From an optimization exercise on the open Yosys and OpenROAD flow, aimed at small area; shortcuts taken in it are not production practice. Function was checked by simulation only, so behaviour that the tests miss may differ from the original. Power and IR drop assume default switching activity. The flow treats the clock pin as an ideal source, which a real chip does not have.

Setup of 04-23:
==> flow/design.v (excerpt) <==
module binary_neighbor_count_filter #(
  parameter int MAX_WIDTH  = 1024,
  parameter int MAX_HEIGHT = 1024
) (
  input  logic                          clk,
  input  logic                          rst_n,
  input  logic                          cfg_valid,
  output logic                          cfg_ready,
  input  logic [bncf_pkg::CFG_IDX_W-1:0]  cfg_index,
  input  logic [bncf_pkg::CFG_DATA_W-1:0] cfg_data,
  input  logic                          in_valid,
  output logic                          in_ready,
  input  logic                          in_op,
  input  logic [bncf_pkg::PIX_W-1:0]    in_pixel,
  output logic                          out_valid,
  input  logic                          out_ready,
  output logic [bncf_pkg::PIX_W-1:0]    out_value,
  output logic                          out_last
);
  localparam int CW   = $clog2(MAX_WIDTH);    
  localparam int RDW  = $clog2(MAX_HEIGHT + 2);  
  localparam int NSEG = CW;                   
  localparam int SRL  = (1 << NSEG) - 1;      
  function automatic logic [CW-1:0] clamp_w(input logic [CFG_DATA_W-1:0] v);
    logic [CFG_DATA_W-1:0] m;
    m = v - CFG_DATA_W'(1);
    if (v == '0) clamp_w = '0;
    else if (v > CFG_DATA_W'(MAX_WIDTH)) clamp_w = CW'(MAX_WIDTH - 1);
    else clamp_w = m[CW-1:0];
  endfunction
  function automatic logic [RDW-1:0] clamp_h(input logic [CFG_DATA_W-1:0] v);
    if (v == '0) clamp_h = RDW'(1);
  ...
Size in the first run: roughly 2100 flip-flops, roughly 0.061 mm^2 of cells after synthesis.
Settings: LEC_CHECK=0, CAP_MARGIN=20, CORE_MARGIN=2, CORE_UTILIZATION=70, PLACE_DENSITY=0.8, SLEW_MARGIN=20; clock period 7.0 ns.
standard.sh (not shown) runs the stock make flow with config.mk's settings and CLKGATE_MAP_FILE= SYNTH_SCRIPT=/design/flow/synth_recipe.tcl, a recipe that flattens the netlist after the stock synthesis.
==> flow/flow/run.sh <==
#!/bin/bash
# The standard layout (standard.sh) with two changes: clock tree synthesis
# without dummy loads, using clkbuf_8 in small sink clusters, and port
# buffers of the smallest buffer cell. Every step's output is kept in
# flow_make.log here and ORFS's own per-step logs under orfs/logs.
set -euo pipefail
export CTS_ARGS="-sink_clustering_enable -repair_clock_nets -dont_use_dummy_load -buf_list sky130_fd_sc_hd__clkbuf_16 -sink_clustering_size 34 -sink_clustering_max_diameter 90"
export BUFFER_PORTS_ARGS="-buffer_cell sky130_fd_sc_hd__buf_1"
bash standard.sh finish > flow_make.log 2>&1
04-23: flow completed, timing, DRC and antenna clean
### 04-23 -> 07-17
diff --git a/flow/flow/run.sh b/flow/flow/run.sh
--- a/flow/flow/run.sh
+++ b/flow/flow/run.sh
@@ -7 +7 @@
-export CTS_ARGS="-sink_clustering_enable -repair_clock_nets -dont_use_dummy_load -buf_list sky130_fd_sc_hd__clkbuf_16 -sink_clustering_size 34 -sink_clustering_max_diameter 90"
+export CTS_ARGS="-sink_clustering_enable -repair_clock_nets -dont_use_dummy_load -buf_list sky130_fd_sc_hd__clkbuf_16 -sink_clustering_size 30 -sink_clustering_max_diameter 70"
## What came out
In 07-17, CTS clock-pin slew for the worst setup and hold paths is lower than in 04-23. On clock network fraction of design power, the lower figure sits with 04-23, not 07-17. Between 07-17 and 04-23, the difference in multi-input gate share of total cell area is negligible. 07-17 against 04-23: area growth from synthesis to layout now larger, number of vias in the routed layout comparable, final critical-path share of the clock period now smaller, hold slack now larger.

Setup of build 32:
Starting RTL as in the previous note.
Settings: LEC_CHECK=0, CAP_MARGIN=5, CORE_MARGIN=2, CORE_UTILIZATION=70, PLACE_DENSITY=0.8, SLEW_MARGIN=5; clock period 7.0 ns.
==> flow/flow/run.sh <==
#!/bin/bash
# The standard layout (standard.sh) with two changes: clock tree synthesis
# without dummy loads, using clkbuf_16 in sink clusters of at most 32 sinks
# and 80 um, and port buffers of the smallest buffer cell. Every step's output is kept in
# flow_make.log here and ORFS's own per-step logs under orfs/logs.
set -euo pipefail
export CTS_ARGS="-sink_clustering_enable -repair_clock_nets -dont_use_dummy_load -buf_list sky130_fd_sc_hd__clkbuf_16 -sink_clustering_size 32 -sink_clustering_max_diameter 80"
export BUFFER_PORTS_ARGS="-buffer_cell sky130_fd_sc_hd__buf_1"
bash standard.sh finish > flow_make.log 2>&1
## Diff of input files: build 18 against build 32
- swapping 5 for 20 in CAP_MARGIN
- swapping 5 for 20 in SLEW_MARGIN
==> flow/flow/run.sh <==
#!/bin/bash
# The standard layout (standard.sh) with two changes: clock tree synthesis
# without dummy loads, using clkbuf_8 in small sink clusters, and port
# buffers of the smallest buffer cell. Every step's output is kept in
# flow_make.log here and ORFS's own per-step logs under orfs/logs.
set -euo pipefail
export CTS_ARGS="-sink_clustering_enable -repair_clock_nets -dont_use_dummy_load -buf_list sky130_fd_sc_hd__clkbuf_8 -sink_clustering_size 18 -sink_clustering_max_diameter 45"
export BUFFER_PORTS_ARGS="-buffer_cell sky130_fd_sc_hd__buf_1"
bash standard.sh finish > flow_make.log 2>&1
## What came out
Build 18 finished every step from synthesis to the final layout, and the layout passed the timing, design-rule and antenna checks. Going from build 32 to build 18, initial antenna violation count grows by 1. Routed wire in build 18 totals more than in build 32. Build 18 reports a higher global-route track usage on met1 than build 32 does. Build 32 -> build 18: number of maximum-capacitance constraint violations delta 0, exact match. When the final numbers for build 32 and build 18 were put side by side, the worst setup slack turned out to be greater in build 18.
Inputs modified between build 18 and build 85:
- a change of CAP_MARGIN from 20 to 5
- a change of SLEW_MARGIN from 20 to 5
==> flow/flow/run.sh <==
#!/bin/bash
# The standard layout (standard.sh) with two changes: clock tree synthesis
# without dummy loads, using clkbuf_8 in small sink clusters, and port
# buffers of the smallest buffer cell. Every step's output is kept in
# flow_make.log here and ORFS's own per-step logs under orfs/logs.
set -euo pipefail
export CTS_ARGS="-sink_clustering_enable -repair_clock_nets -dont_use_dummy_load -buf_list sky130_fd_sc_hd__clkbuf_16 -sink_clustering_size 32 -sink_clustering_max_diameter 80"
export BUFFER_PORTS_ARGS="-buffer_cell sky130_fd_sc_hd__buf_1"
bash standard.sh finish > flow_make.log 2>&1
==> notes.md <==
Worst slew slack as a fraction of its limit in build 85 is 18 points lower than in build 18
From build 18 to build 85 the numbers moved as follows: register share of the cell area now larger, post-synthesis xor/xnor area fraction comparable, routed wire length now smaller.
Compared with build 18, build 85 ends up with less cell area.
Changes in build 96 relative to build 85:
==> flow/flow/run.sh <==
#!/bin/bash
# The standard layout (standard.sh) with two changes: clock tree synthesis
# without dummy loads, using clkbuf_8 in small sink clusters, and port
# buffers of the smallest buffer cell. Every step's output is kept in
# flow_make.log here and ORFS's own per-step logs under orfs/logs.
set -euo pipefail
export CTS_ARGS="-sink_clustering_enable -repair_clock_nets -dont_use_dummy_load -buf_list sky130_fd_sc_hd__clkbuf_16 -sink_clustering_size 30 -sink_clustering_max_diameter 70"
export BUFFER_PORTS_ARGS="-buffer_cell sky130_fd_sc_hd__buf_1"
bash standard.sh finish > flow_make.log 2>&1
## What came out
- Going from build 85 to build 96, part of the total power dissipated in the clock network rose by 0.7 points; global-route met1 utilization stayed essentially flat; utilization rose by 0.20 points.
- Compared with build 85, build 96 improves first-iteration DRC count.
- The logic gate share of total power was comparable across build 96 and build 85.
- On detailed-route wire length, build 96 and build 85 are basically level.

run A:
The RTL this note starts from:
==> flow/design.v <==
`timescale 1ns / 1ps
package bncf_pkg;
  localparam int CFG_IDX_W  = 3;
  localparam int CFG_DATA_W = 11;
  localparam logic [CFG_IDX_W-1:0] CFG_IMAGE_WIDTH     = 3'd0;
  localparam logic [CFG_IDX_W-1:0] CFG_IMAGE_HEIGHT    = 3'd1;
  localparam logic [CFG_IDX_W-1:0] CFG_WHITE_THRESHOLD = 3'd2;
  localparam logic [CFG_IDX_W-1:0] CFG_MIN_NEIGHBORS   = 3'd3;
  localparam logic [CFG_IDX_W-1:0] CFG_BORDER_MARGIN   = 3'd4;
  localparam logic [CFG_DATA_W-1:0] RST_IMAGE_WIDTH  = 11'd640;
  localparam logic [CFG_DATA_W-1:0] RST_IMAGE_HEIGHT = 11'd480;
  localparam logic [7:0]            RST_THRESHOLD    = 8'd127;
  localparam logic [3:0]            RST_MIN_NB       = 4'd4;
  localparam logic [3:0]            RST_MARGIN       = 4'd5;
  localparam logic OP_PIXEL = 1'b0;
  localparam logic OP_FLUSH = 1'b1;
  localparam int   PIX_W    = 8;
  localparam logic [PIX_W-1:0] VALUE_WHITE = 8'd255;
  localparam logic [PIX_W-1:0] VALUE_BLACK = 8'd0;
  typedef struct packed {
    logic up;
    logic down;
    logic left;
    logic right;
  } nb_mask_t;
endpackage
`timescale 1ns / 1ps
import bncf_pkg::*;
module binary_neighbor_count_filter #(
  parameter int MAX_WIDTH  = 1024,
  parameter int MAX_HEIGHT = 1024
) (
  input  logic                          clk,
  input  logic                          rst_n,
  input  logic                          cfg_valid,
  output logic                          cfg_ready,
  input  logic [bncf_pkg::CFG_IDX_W-1:0]  cfg_index,
  input  logic [bncf_pkg::CFG_DATA_W-1:0] cfg_data,
  input  logic                          in_valid,
  output logic                          in_ready,
  input  logic                          in_op,
  input  logic [bncf_pkg::PIX_W-1:0]    in_pixel,
  output logic                          out_valid,
  input  logic                          out_ready,
  output logic [bncf_pkg::PIX_W-1:0]    out_value,
  output logic                          out_last
);
  localparam int CW   = $clog2(MAX_WIDTH);    
  localparam int HW   = $clog2(MAX_HEIGHT);   
  localparam int RDW  = HW + 1;               
  localparam int NSEG = CW;                   
  localparam int SRL  = (1 << NSEG) - 1;      
  function automatic logic [CW-1:0] clamp_w(input logic [CFG_DATA_W-1:0] v);
    logic [CFG_DATA_W-1:0] m;
    m = v - CFG_DATA_W'(1);
    if (v == '0) clamp_w = '0;
    else if (v > CFG_DATA_W'(MAX_WIDTH)) clamp_w = CW'(MAX_WIDTH - 1);
    else clamp_w = m[CW-1:0];
  endfunction
  function automatic logic [HW-1:0] clamp_h(input logic [CFG_DATA_W-1:0] v);
    logic [CFG_DATA_W-1:0] m;
    m = v - CFG_DATA_W'(1);
    if (v == '0) clamp_h = '0;
    else if (v > CFG_DATA_W'(MAX_HEIGHT)) clamp_h = HW'(MAX_HEIGHT - 1);
    else clamp_h = m[HW-1:0];
  endfunction
  logic [CW-1:0] wm1_r, wm1_d;    
  logic [HW-1:0] hm1_r, hm1_d;    
  logic [7:0]    thresh_r;
  logic [3:0]    min_nb_r;
  logic [3:0]    margin_r;
  logic [3:0]     cs_r;    
  logic [CW-1:0]  cd_r;    
  logic [3:0]     rs_r;    
  logic [RDW-1:0] rd_r;    
  logic cfg_fire, restart;
  logic in_fire, in_image, early_flush, load;
  logic col0, col1, wrap, at_end;
  logic in_band, pix_bit;
  logic en_r, en_n_r;
  logic s1_bit_r, s1_emit_r, s1_last_r;
  logic s1_up_r, s1_down_r, s1_left_r, s1_right_r;
  logic ph_r;
  logic           fa_r, fb_r;
  logic [SRL-1:0] sa_r, sb_r, sa_in, sb_in;
  logic [NSEG:0]  ta, tb;
  logic lt_r, lm_r, lb_r, ct_r;
  logic top, mid, cm, cb;
  logic [3:0] nb_count;
  logic       res, push;
  logic out_valid_r, out_val_r, out_last_r;
  logic sk_valid_r, sk_val_r, sk_last_r;
  logic pop;
  assign cfg_ready = 1'b1;
  assign cfg_fire  = cfg_valid;
  assign restart   = cfg_fire && (cfg_index == CFG_IMAGE_WIDTH ||
                                  cfg_index == CFG_IMAGE_HEIGHT);
  assign wm1_d = (cfg_fire && cfg_index == CFG_IMAGE_WIDTH)  ? clamp_w(cfg_data) : wm1_r;
  assign hm1_d = (cfg_fire && cfg_index == CFG_IMAGE_HEIGHT) ? clamp_h(cfg_data) : hm1_r;
  always_ff @(posedge clk) begin
    if (!rst_n) begin
      wm1_r    <= clamp_w(RST_IMAGE_WIDTH);
      hm1_r    <= clamp_h(RST_IMAGE_HEIGHT);
      thresh_r <= RST_THRESHOLD;
      min_nb_r <= RST_MIN_NB;
      margin_r <= RST_MARGIN;
    end else begin
      wm1_r <= wm1_d;
      hm1_r <= hm1_d;
      if (cfg_fire && cfg_index == CFG_WHITE_THRESHOLD) thresh_r <= cfg_data[7:0];
      if (cfg_fire && cfg_index == CFG_MIN_NEIGHBORS)   min_nb_r <= cfg_data[3:0];
      if (cfg_fire && cfg_index == CFG_BORDER_MARGIN)   margin_r <= cfg_data[3:0];
    end
  end
  assign pop      = out_valid_r && out_ready;
  assign push     = en_r && s1_emit_r;
  assign in_ready = out_ready || (32'(out_valid_r) + 32'(sk_valid_r) + 32'(push) <= 1);
  assign in_fire  = in_valid && in_ready;
  assign col0        = cs_r == 4'd0;
  assign col1        = cs_r == 4'd1;
  assign wrap        = cd_r == '0;
  assign in_image    = !rd_r[RDW-1];
  assign early_flush = in_image && (in_op == OP_FLUSH);
  assign load        = in_fire && !early_flush;
  assign at_end      = col0 && (rd_r == RDW'(-2));
  assign in_band = (rs_r < margin_r) || ((5'(rd_r[3:0]) + 5'd1 < 5'(margin_r)) && rd_r[RDW-1:4] == '0) ||
                   (cs_r < margin_r) || ((5'(cd_r[3:0]) + 5'd1 < 5'(margin_r)) && cd_r[CW-1:4] == '0);
  assign pix_bit = in_image && !in_band && (in_pixel >= thresh_r);
  always_ff @(posedge clk) begin
    if (!rst_n) begin
      cs_r <= '0;
      cd_r <= clamp_w(RST_IMAGE_WIDTH);
      rs_r <= '0;
      rd_r <= RDW'(clamp_h(RST_IMAGE_HEIGHT));
    end else if (restart || (load && at_end)) begin
      cs_r <= '0;
      cd_r <= wm1_d;
      rs_r <= '0;
      rd_r <= RDW'(hm1_d);
    end else if (load) begin
      if (wrap) begin
        cs_r <= '0;
        cd_r <= wm1_r;
        rs_r <= (rs_r == 4'd15) ? rs_r : rs_r + 4'd1;
        rd_r <= rd_r - RDW'(1);
      end else begin
        cs_r <= (cs_r == 4'd15) ? cs_r : cs_r + 4'd1;
        cd_r <= cd_r - CW'(1);
      end
    end
  end
  always_ff @(posedge clk) begin
    if (!rst_n) begin
      en_r   <= 1'b0;
      en_n_r <= 1'b1;
      ph_r   <= 1'b0;
    end else begin
      en_r   <= load;
      en_n_r <= !load;
      ph_r   <= !ph_r;
    end
  end
  always_ff @(posedge clk) begin
    s1_bit_r   <= pix_bit;
    s1_emit_r  <= col0 ? (rs_r >= 4'd2) : (rs_r >= 4'd1);
    s1_last_r  <= at_end;
    s1_up_r    <= col0 ? (rs_r >= 4'd3) : (rs_r >= 4'd2);
    s1_down_r  <= !rd_r[RDW-1] || (col0 && rd_r == RDW'(-1));
    s1_left_r  <= !col1 && (wm1_r != '0);
    s1_right_r <= !col0;
  end
  assign ta[0] = fa_r;
  assign tb[0] = fb_r;
  for (genvar i = 0; i < NSEG; i++) begin : g_seg
    localparam int B = (1 << i) - 1;
    localparam int L = 1 << i;
    assign sa_in[B] = ta[i];
    assign sb_in[B] = tb[i];
    if (L > 1) begin : g_shift
      assign sa_in[B+L-1:B+1] = sa_r[B+L-2:B];
      assign sb_in[B+L-1:B+1] = sb_r[B+L-2:B];
    end
    assign ta[i+1] = wm1_r[i] ? sa_r[B+L-1] : ta[i];
    assign tb[i+1] = wm1_r[i] ? sb_r[B+L-1] : tb[i];
  end
  always_ff @(posedge clk) begin
    fa_r <= ~(((s1_bit_r ^ ph_r) | en_n_r) & (fa_r | en_r));
    fb_r <= ~((ta[NSEG] | en_n_r) & (fb_r | en_r));
    sa_r <= ~((sa_in | {SRL{en_n_r}}) & (sa_r | {SRL{en_r}}));
    sb_r <= ~((sb_in | {SRL{en_n_r}}) & (sb_r | {SRL{en_r}}));
  end
  assign mid = ta[NSEG] ^ ph_r;
  assign top = tb[NSEG] ^ ph_r;
  assign cb  = fa_r ^ ph_r;
  assign cm  = fb_r ^ ph_r;
  always_ff @(posedge clk) begin
    if (en_r) begin
      lt_r <= ct_r;
      lm_r <= cm;
      lb_r <= cb;
      ct_r <= top;
    end
  end
  always_comb begin
    nb_count = 4'(lt_r & s1_left_r & s1_up_r)
             + 4'(lm_r & s1_left_r)
             + 4'(lb_r & s1_left_r & s1_down_r)
             + 4'(ct_r & s1_up_r)
             + 4'(cb & s1_down_r)
             + 4'(top & s1_right_r & s1_up_r)
             + 4'(mid & s1_right_r)
             + 4'(s1_bit_r & s1_right_r & s1_down_r);
    res = nb_count >= min_nb_r;
  end
  always_ff @(posedge clk) begin
    if (!rst_n) begin
      out_valid_r <= 1'b0;
      sk_valid_r  <= 1'b0;
    end else if (!out_valid_r || pop) begin
      out_valid_r <= sk_valid_r || push;
      sk_valid_r  <= sk_valid_r && push;
    end else if (push) begin
      sk_valid_r  <= 1'b1;
    end
  end
  always_ff @(posedge clk) begin
    if (!out_valid_r || pop) begin
      if (sk_valid_r) begin
        out_val_r  <= sk_val_r;
        out_last_r <= sk_last_r;
      end else begin
        out_val_r  <= res;
        out_last_r <= s1_last_r;
      end
    end
    if (push && (sk_valid_r || (out_valid_r && !pop))) begin
      sk_val_r  <= res;
      sk_last_r <= s1_last_r;
    end
  end
  assign out_valid = out_valid_r;
  assign out_value = out_val_r ? VALUE_WHITE : VALUE_BLACK;
  assign out_last  = out_last_r;
endmodule
export LEC_CHECK = 0
export CAP_MARGIN = 20
export CORE_MARGIN = 2
export CORE_UTILIZATION = 85
export CTS_BUF_LIST = sky130_fd_sc_hd__clkbuf_8
export CTS_CLUSTER_DIAMETER = 45
export CTS_CLUSTER_SIZE = 18
export PLACE_DENSITY = 0.92
export SLEW_MARGIN = 20
create_clock -name core_clock -period 7.0 [get_ports {clk}]
run.sh (not shown) runs the stock make flow with config.mk's settings and CLKGATE_MAP_FILE= SYNTH_SCRIPT=/design/flow/synth_recipe.tcl, a recipe that flattens the netlist after the stock synthesis.
Stock flow here: none of the scripts above is used.
Run A ran to completion and came out clean on the timing, design-rule and antenna checks.
diff inputs: run A => run B
# run A
export LEC_CHECK = 0
export CAP_MARGIN = 20
export CORE_MARGIN = 2
export CORE_UTILIZATION = 85
export CTS_BUF_LIST = sky130_fd_sc_hd__clkbuf_8
export CTS_CLUSTER_DIAMETER = 45
export CTS_CLUSTER_SIZE = 18
export PLACE_DENSITY = 0.92
export SLEW_MARGIN = 20
create_clock -name core_clock -period 7.0 [get_ports {clk}]
# run B
export LEC_CHECK = 0
export CAP_MARGIN = 20
export CORE_MARGIN = 2
export CORE_UTILIZATION = 70
export PLACE_DENSITY = 0.8
export SLEW_MARGIN = 20
create_clock -name core_clock -period 7.0 [get_ports {clk}]
==> flow/flow/run.sh (new file) <==
#!/bin/bash
# The standard layout (standard.sh) with two changes: clock tree synthesis
# without dummy loads, using clkbuf_8 in small sink clusters, and port
# buffers of the smallest buffer cell. Every step's output is kept in
# flow_make.log here and ORFS's own per-step logs under orfs/logs.
set -euo pipefail
export CTS_ARGS="-sink_clustering_enable -repair_clock_nets -dont_use_dummy_load -buf_list sky130_fd_sc_hd__clkbuf_8 -sink_clustering_size 18 -sink_clustering_max_diameter 45"
export BUFFER_PORTS_ARGS="-buffer_cell sky130_fd_sc_hd__buf_1"
bash standard.sh finish > flow_make.log 2>&1
==> flow/standard.sh (new file) <==
#!/bin/bash
# synth_recipe.tcl (not shown) runs the flow's synth.tcl, then flattens the netlist and writes it again
# the make line also repeats each setting of config.mk as NAME=value (left out here)
make -C /OpenROAD-flow-scripts/flow DESIGN_CONFIG=/design/flow/config.mk WORK_HOME=/design/flow/orfs CLKGATE_MAP_FILE= SYNTH_SCRIPT=/design/flow/synth_recipe.tcl "${@:-finish}"
removed: flow/run.sh
## What came out
- Status | run A and run B | clean
- Max freq run A -> run B: improved
- Re share of flip-flops with an asynchronous set or reset after synthesis: no difference whatsoever between run B and run A.
- [compare] base=run A new=run B: switching portion of total power lost 3.4 points; first-iteration DRC count lost about 50%; clock period minus worst slack lost 200 ps; biggest cell delay along the critical path lost 100 ps; fraction of standard cell area in multi-input logic picked up an extra 0.30 points.
What run C does differently from run B at the input level:
# run B
export LEC_CHECK = 0
export CAP_MARGIN = 20
export CORE_MARGIN = 2
export CORE_UTILIZATION = 70
export PLACE_DENSITY = 0.8
export SLEW_MARGIN = 20
create_clock -name core_clock -period 7.0 [get_ports {clk}]
# run C
export LEC_CHECK = 0
export CAP_MARGIN = 20
export CORE_MARGIN = 2
export CORE_UTILIZATION = 70
export CTS_BUF_LIST = sky130_fd_sc_hd__clkbuf_8
export CTS_CLUSTER_DIAMETER = 50
export CTS_CLUSTER_SIZE = 20
export PLACE_DENSITY = 0.8
export SLEW_MARGIN = 20
create_clock -name core_clock -period 7.0 [get_ports {clk}]
==> flow/run.sh (new file) <==
#!/bin/bash
# synth_recipe.tcl (not shown) runs the flow's synth.tcl, then flattens the netlist and writes it again
# the make line also repeats each setting of config.mk as NAME=value (left out here)
make -C /OpenROAD-flow-scripts/flow DESIGN_CONFIG=/design/flow/config.mk WORK_HOME=/design/flow/orfs CLKGATE_MAP_FILE= SYNTH_SCRIPT=/design/flow/synth_recipe.tcl finish
removed: flow/flow/run.sh
removed: flow/standard.sh
Findings:
- Per the comparison of run C with run B, worst voltage drop across the vdd grid climbed 0.026 mV, minimum clock period climbed 210 ps.
- Final design area excluding fillers deteriorates in run C relative to run B.
- Per the comparison of run C with run B, smallest setup slack after layout went down 210 ps, aggregate global-route resource usage held.
- Diff run B -> run C: area growth from synthesis to layout has increased, overall routed net length moved up, first-pass GRT wire length did not really move.
- On worst hold slack across all endpoints: between run B and run C, it ends up lower for run B.
- Compared with run B, run C instantiates a larger number of cells.
- Worst-path cell with the longest stage delay = sky130_fd_sc_hd__fa_1: run B; worst-path cell with the longest stage delay = sky130_fd_sc_hd__nor3_1: run C
The following lists how run D was set up differently from run C:
# run C
export LEC_CHECK = 0
export CAP_MARGIN = 20
export CORE_MARGIN = 2
export CORE_UTILIZATION = 70
export CTS_BUF_LIST = sky130_fd_sc_hd__clkbuf_8
export CTS_CLUSTER_DIAMETER = 50
export CTS_CLUSTER_SIZE = 20
export PLACE_DENSITY = 0.8
export SLEW_MARGIN = 20
create_clock -name core_clock -period 7.0 [get_ports {clk}]
# run D
export LEC_CHECK = 0
export CAP_MARGIN = 20
export CORE_MARGIN = 2
export CORE_UTILIZATION = 70
export PLACE_DENSITY = 0.8
export SLEW_MARGIN = 20
create_clock -name core_clock -period 7.0 [get_ports {clk}]
==> flow/flow/run.sh (new file) <==
#!/bin/bash
# The standard layout (standard.sh) with two changes: clock tree synthesis
# without dummy loads, using clkbuf_8 in small sink clusters, and port
# buffers of the smallest buffer cell. Every step's output is kept in
# flow_make.log here and ORFS's own per-step logs under orfs/logs.
set -euo pipefail
export CTS_ARGS="-sink_clustering_enable -repair_clock_nets -dont_use_dummy_load -buf_list sky130_fd_sc_hd__clkbuf_16 -sink_clustering_size 36 -sink_clustering_max_diameter 50"
export BUFFER_PORTS_ARGS="-buffer_cell sky130_fd_sc_hd__buf_1"
bash standard.sh finish > flow_make.log 2>&1
==> flow/standard.sh (new file) <==
#!/bin/bash
# synth_recipe.tcl (not shown) runs the flow's synth.tcl, then flattens the netlist and writes it again
# the make line also repeats each setting of config.mk as NAME=value (left out here)
make -C /OpenROAD-flow-scripts/flow DESIGN_CONFIG=/design/flow/config.mk WORK_HOME=/design/flow/orfs CLKGATE_MAP_FILE= SYNTH_SCRIPT=/design/flow/synth_recipe.tcl "${@:-finish}"
removed: flow/run.sh
Findings:
Sort run C and run D by cell area, ascending, and run C comes first. Going from run C to run D, global router's overall resource usage grows by 0.36 points. Comparing the two runs side by side, run D comes out behind run C on first-iteration DRC count.
What run E does differently from run D at the input level:
# run D
export LEC_CHECK = 0
export CAP_MARGIN = 20
export CORE_MARGIN = 2
export CORE_UTILIZATION = 70
export PLACE_DENSITY = 0.8
export SLEW_MARGIN = 20
create_clock -name core_clock -period 7.0 [get_ports {clk}]
# run E
export LEC_CHECK = 0
export CAP_MARGIN = 20
export CORE_MARGIN = 2
export CORE_UTILIZATION = 40
export SLEW_MARGIN = 20
create_clock -name core_clock -period 7.0 [get_ports {clk}]
==> flow/run.sh (new file) <==
#!/bin/bash
# synth_recipe.tcl (not shown) runs the flow's synth.tcl, then flattens the netlist and writes it again
# the make line also repeats each setting of config.mk as NAME=value (left out here)
make -C /OpenROAD-flow-scripts/flow DESIGN_CONFIG=/design/flow/config.mk WORK_HOME=/design/flow/orfs CLKGATE_MAP_FILE= SYNTH_SCRIPT=/design/flow/synth_recipe.tcl finish
removed: flow/flow/run.sh
removed: flow/standard.sh
--- outcome ---
Run E gives more layout buffering overhead excluding clock cells than run D did.
Relative to run D, number of non-clock buffers in the layout decreased by about 3% in run E.
Run E -> run D: number of buffer and inverter instances along the worst setup path delta 0, exact match
Between run D and run E, the flow reports power increasing by more than 10%.
Diff run E and run D: detailed placement HPWL higher in run D
Against run D, number of clock-tree buffers in the layout in run E rose by more than 100%.
Die boundary height, run E and run D: larger value in run E
The slowest stage cell on the critical path comes out sky130_fd_sc_hd__nor3_1 in one run and sky130_fd_sc_hd__fa_1 in the other, namely in run E and run D respectively.

## port drivers added, routing unchanged
In the flow no input, the clock included, has a driving cell. The finished layouts below were timed again as built, in two steps.
Step 1 (the two cells are an assumption about what drives the block):
set clk [get_ports {clk}]
set_driving_cell -lib_cell sky130_fd_sc_hd__clkbuf_16 $clk
set_driving_cell -lib_cell sky130_fd_sc_hd__buf_2 [delete_from_list [all_inputs] $clk]
Step 2, shift: input delay + t, output delay - t, t = (earliest + latest rising clock arrival at the registers) / 2. This alone moves slack from input paths to output paths.
Slacks: ideal ports / drivers / drivers and shift; pairs: ideal ports / drivers.
run	shift t [ns]	setup WS [ns]	worst register clock-pin slew, ns
04-23	0.685	2.437 / 2.437 / 2.437	0.13 / 0.13
07-17	0.693	2.447 / 2.447 / 2.447	0.11 / 0.11
build 32	0.700	2.483 / 2.483 / 2.483	0.12 / 0.12
build 18	0.867	2.491 / 2.491 / 2.491	0.10 / 0.10
build 85	0.700	2.483 / 2.483 / 2.483	0.12 / 0.12
build 96	0.693	2.441 / 2.441 / 2.441	0.11 / 0.11
run A	0.906	1.787 / 1.787 / 1.787	0.12 / 0.12
run B	0.862	1.985 / 1.985 / 1.985	0.10 / 0.10
run C	0.876	1.773 / 1.773 / 1.773	0.12 / 0.12
run D	0.762	1.942 / 1.942 / 1.942	0.10 / 0.10
run E	0.869	1.807 / 1.807 / 1.807	0.06 / 0.06
After both steps setup and hold are still met in every run listed.
